What follows belongs to an exercise in optimizing a design on an open flow for small area, a short achievable clock period and few clock cycles; a production flow would make more cautious choices.
In this exercise RTL edits were held to simulation tests only and were not proved equivalent to the original.

==> flow/design.v, too long to show whole: its modules and the start of the top module <==
// module matmul_ctrl: 56 lines
// module operand_addr_gen: 111 lines
// module mac_unit: 1960 lines
// module result_writer: 29 lines
// module matmul_top: 90 lines
module matmul_top #(
  parameter int ADDR_W = 16
) (
  input  logic                          clk,
  input  logic                          reset_n,
  input  logic                          dut_valid,
  output logic                          dut_ready,
  output logic [ADDR_W-1:0]             input_read_address,
  input  matmul_pkg::sram_word_u        input_read_data,
  output logic [ADDR_W-1:0]             weight_read_address,
  input  matmul_pkg::sram_word_u        weight_read_data,
  output logic                          result_write_enable,
  output logic [ADDR_W-1:0]             result_write_address,
  output logic [matmul_pkg::DATA_W-1:0] result_write_data
);
  // ...
==> flow/flow/run.sh <==
#!/bin/bash
# Standard ORFS layout at the design's clock and constraints, with faster
# port buffers and timing repair aimed below the clock period.
set -euo pipefail
bash standard.sh \
  "BUFFER_PORTS_ARGS=-buffer_cell sky130_fd_sc_hd__buf_4" \
  SETUP_SLACK_MARGIN=7.6 \
  TNS_END_PERCENT=0 \
  finish > standard_flow.log 2>&1
==> flow/standard.sh <==
#!/bin/bash
# synth_recipe.tcl (not shown) runs the flow's synth.tcl, then flattens the netlist and writes it again
# the make line also repeats each setting of config.mk as NAME=value (left out here)
make -C /OpenROAD-flow-scripts/flow DESIGN_CONFIG=/design/flow/config.mk WORK_HOME=/design/flow/orfs CLKGATE_MAP_FILE= SYNTH_SCRIPT=/design/flow/synth_recipe.tcl "${@:-finish}"
==> flow/config.mk <==
export PLATFORM = sky130hd
export DESIGN_NAME = matmul_top
export DESIGN_NICKNAME = matmul_top
export VERILOG_FILES = /design/flow/design.v
export SDC_FILE = /design/flow/constraint.sdc
export NUM_CORES = 4
export LEC_CHECK = 0
export CAP_MARGIN = 20
export CORE_MARGIN = 2
export CORE_UTILIZATION = 40
export SLEW_MARGIN = 20
==> flow/constraint.sdc <==
create_clock -name core_clock -period 11.0 [get_ports {clk}]
set_input_delay 2.2000 -clock core_clock [delete_from_list [all_inputs] [get_ports {clk}]]
set_output_delay 2.2000 -clock core_clock [all_outputs]
set_load 0.01 [all_outputs]
==> results.cfg, run 1 <==
[synthesis]
synth_top_family_by_area = adder cells
ys_types = 74
synth_seq_cells = 415
synth_area_leader_cell = dfxtp_1
synth.top_cells.by_count = 361 x dfxtp_1, 341 x inv_1, 257 x a22oi_1

[global_route]
antenna_found_initial = 1
grtUsageTotal = 0.202
gr-max-usage-layer = met2
grt_pass1_vias = 20200

[outcome]
status = finished clean

[critical_path]
cp_num_buf_inv = 4
crit_end = u_mac.acc[19]
path_common_cell = a21oi_2
arrival_ns = 4.40
worstSetupStartpoint = u_mac.m1[23]

[timing]
slew_headroom = 0.205
final_hold_viol_count = 0
finalSetupViolCount = 0
rsz0062_at_grt = yes

[placement]
place_area_um2 = 28400

[final_layout]
nFillCells = 6118
design.seq.count = 415
multi_input_area_share = 0.530
multi_input_area_um2 = 16100
final_cell_count_no_fill = 3707
final-clk-cell-share = 0.0538
areaGrowthSynthToFinish_pct = 14.1
num-multi-input-gates = 1817
seq_share = 0.293

[detailed_routing]
met2WireLength_um = 33400

[die]
die_w_um = 262
rows = 94
dieHeight_um = 262

[clock_network]
cts_tree = built
cts_inserted_buffers = 47
htree_levels = 2
Testbench counts, summed over its fixed seeds: cycles 33,128.
==> inputs of run 2 (changes only) <==
==> flow/run.sh (new file) <==
#!/bin/bash
# synth_recipe.tcl (not shown) runs the flow's synth.tcl, then flattens the netlist and writes it again
# the make line also repeats each setting of config.mk as NAME=value (left out here)
make -C /OpenROAD-flow-scripts/flow DESIGN_CONFIG=/design/flow/config.mk WORK_HOME=/design/flow/orfs CLKGATE_MAP_FILE= SYNTH_SCRIPT=/design/flow/synth_recipe.tcl finish
removed: flow/flow/run.sh
removed: flow/standard.sh
==> results.cfg, run 2 <==
[outcome]
status = finished clean

[clock_network]
htree_levels = 2
cts_inserted_buffers = 46
cts_hold_buffers = 0
cts_root_buf = clkbuf_16
clock-sinks = 415
clk_latency_ns = 0.62
cts_tree = built
postCtsSetupBuffers = 0
post_cts_resize_count = 0
clk_transition_reported_paths_ns = 0.06
clock_path_buffers = 3

[timing]
tightestPinTransition_ns = 1.19
fin_crit_ns = 4.36
fmax_mhz = 230
final_hold_viol_count = 0
period_share = 0.396
rsz0062_at_grt = no
finalSetupViolCount = 0
slew_violations = 0
clock-skew-final_ns = 0.0509
fin_tns_setup_ns = 0
hold_ws_ns = 0.315
slew_headroom = 0.208

[critical_path]
required_ns = 11.50
crit_path_cell_trace = inv_1 > fa_1 > inv_1 > fa_1 > inv_1 > fa_1 > inv_1 > ha_1 > a21oi_1 > a21oi_1 > a211oi_1 > a21oi_1 > o41a_1 > a21o_1 > a21oi_1 > xnor2_1
r2r-start = u_mac.m1[23]
critPathKind = register to register
slowest_delay_ns = 0.54
rr_endpoint = u_mac.acc[19]
cp_slowest_cell = fa_1
r2r_slack_ns = 6.64
ff2ff_path_depth = 16
cp-end-kind = register
startpoint_type = register
arrival_ns = 4.86
cp_max_fo = 6
worstSetupStartpoint = u_mac.m1[23]

[detailed_routing]
drt-pass1-iter-count = 6
first_iter_violations = 1325
vias = 19300
avgViaCountPerCell = 5.23
ant_nets = 0
drcViolationCount = 0
wl_um = 67100
route.detailed.wl_per_inst_um = 18.1

[final_layout]
multi_input_area_um2 = 15700
fin_util = 0.460
regArea_um2 = 8860
top_register = u_mac.m1
areaGrowthSynthToFinish_pct = 14.1
fin_nets = 3152
nFillCells = 6077
drive_gt1_frac = 0.0505
final_cell_mix = 350 x dfxtp_1, 341 x inv_1, 257 x a22oi_1, 246 x xnor2_1, 220 x fa_1
final_cell_count_no_fill = 3695
largest_reg_flops = 119
layout_commonest_cell = dfxtp_1

[synthesis]
synth_area_leader_cell = dfxtp_1
ys_types = 74
netlist.area_leader.share = 0.272
synth.most_common_cell = dfxtp_1
synth.top_cells.by_count = 361 x dfxtp_1, 341 x inv_1, 257 x a22oi_1
synth_compound_area_frac = 0.133
synth_mux_area_frac = 0.00684
syn_area_um2 = 26500
synth-async-reset-ratio = 0
ys.flop_type = dfxtp_1
ys_warn_count = 4
synthXorXnorAreaFrac = 0.151
synth_seq_cells = 415
avgSynthCellArea_um2 = 9.66
synth-simple-area-share = 0.103
synth_area_leaders = dfxtp_1 27%, fa_1 17%, xnor2_1 8.1%
yosysSeqAreaShare = 0.333
synth-adder-area-share = 0.198
synth_fp_nets = 3104
synthCells = 2748
synth_edf_count = 54
synth_top_family_by_area = adder cells

[die]
rows = 94
initial_core_util = 0.404
die_w_um = 262
core_um2 = 65700
dieArea_um2 = 68400
dieHeight_um = 262
io_pins = 149

[global_route]
grtUsageTotal = 0.197
grt-ovfl-total = 0
antenna_found_initial = 1
grt_start_max_net_pins = 78
grt_pass1_vias = 19600
grt_pass1_wl_um = 108000

[placement]
gp_congestion = 0.841
dp_cells = 3612
place_hpwl_um = 49500
port_buffers = 148

[hold_path]
hp-class = register to register
hold_depth = 0
hold_path_startpoint = u_addr_gen.tg2[2]
worst_hold_path.endpoint = u_addr_gen.tg3[2]

[run]
max-cap-violations = 0
[run 2: worst max-delay path by stage]
stage | endpoint | slack (ns) | cells after the start
floorplan | u_mac.acc[19] | 7.07 | 16
global placement | u_mac.acc[19] | 6.77 | 16
detailed placement | u_mac.acc[19] | 6.68 | 16
CTS | u_mac.acc[19] | 6.64 | 16
global route | u_mac.acc[31] | 6.25 | 15
finish | u_mac.acc[19] | 6.64 | 16
[run 2: layer usage]
layer	share of wire	wire, µm	vias to the layer above	global-route usage
met5	0	0	-	0
met4	0.037	2480	0	0.0756
met3	0.047	3160	139	0.0256
met2	0.48	32500	594	0.332
met1	0.43	28900	9455	0.257
li1	-	-	9143	-
[run 2: critical path, delay by kind of cell (launching register included)]
| kind | cells | cell delay (ns) |
|---|---|---|
| adder cells (fa/ha/maj) | 4 | 1.88 |
| XOR/XNOR | 1 | 0.14 |
| flip-flops | 1 | 0.31 |
| buffers and inverters | 4 | 0.20 |
| AO/OA/AOI/OAI | 7 | 1.72 |
[run 2: kinds of logic (layout without fill, tap and decap cells)]
logic type               after synthesis  count (layout)
AO/OA/AOI/OAI                        514             514
buffers and inverters                516             598
XOR/XNOR                             459             459
AND/OR/NAND/NOR                      538             538
multiplexers                          17              17
adder cells (fa/ha/maj)              289             289
flip-flops                           415             415
other                                  0               1
[run 2: cell type report]
type,instances,area share
Multi-Input combinational cell,1817,0.520
Sequential cell,415,0.293
Timing Repair Buffer,175,0.0556
Inverter,341,0.0423
Clock buffer,55,0.0408
Tap cell,864,0.0357
Clock inverter,27,0.0129
Antenna cell,1,0.0000827
[run 2: stage by stage]
stage / setup slack (ns) / area [µm²]
3_3_place_gp: 6.77 / 28600
3_5_place_dp: 6.68 / 28600
2_1_floorplan: 7.07 / 26500
4_1_cts: 6.64 / 30300
5_1_grt: 6.25 / 30300
6_report: 6.64 / 30300

-- static timing again, ports no longer ideal --
The results above use ideal ports. As a check the final layouts listed here were re-extracted and re-timed, cells and wires unchanged. Step 1 assumes that a clkbuf_16 drives the clock port and a buf_2 every other input. Step 2, shift: input delay + t, output delay - t, t = (earliest + latest rising clock arrival at the registers) / 2. This alone moves slack from input paths to output paths. Slacks: ideal ports / drivers / drivers and shift; pairs: ideal ports / drivers.
run	t, ns	slack for setup (ns)	worst setup path after step 2	worst register clock-pin slew, ns	worst data-port slew with drivers (ns)
run 1	0.659	7.119 / 7.119 / 7.119	register to register	0.07 / 0.07	0.10
run 2	0.655	6.645 / 6.645 / 6.645	register to register	0.06 / 0.06	0.09
After both steps every run listed still meets setup and hold.
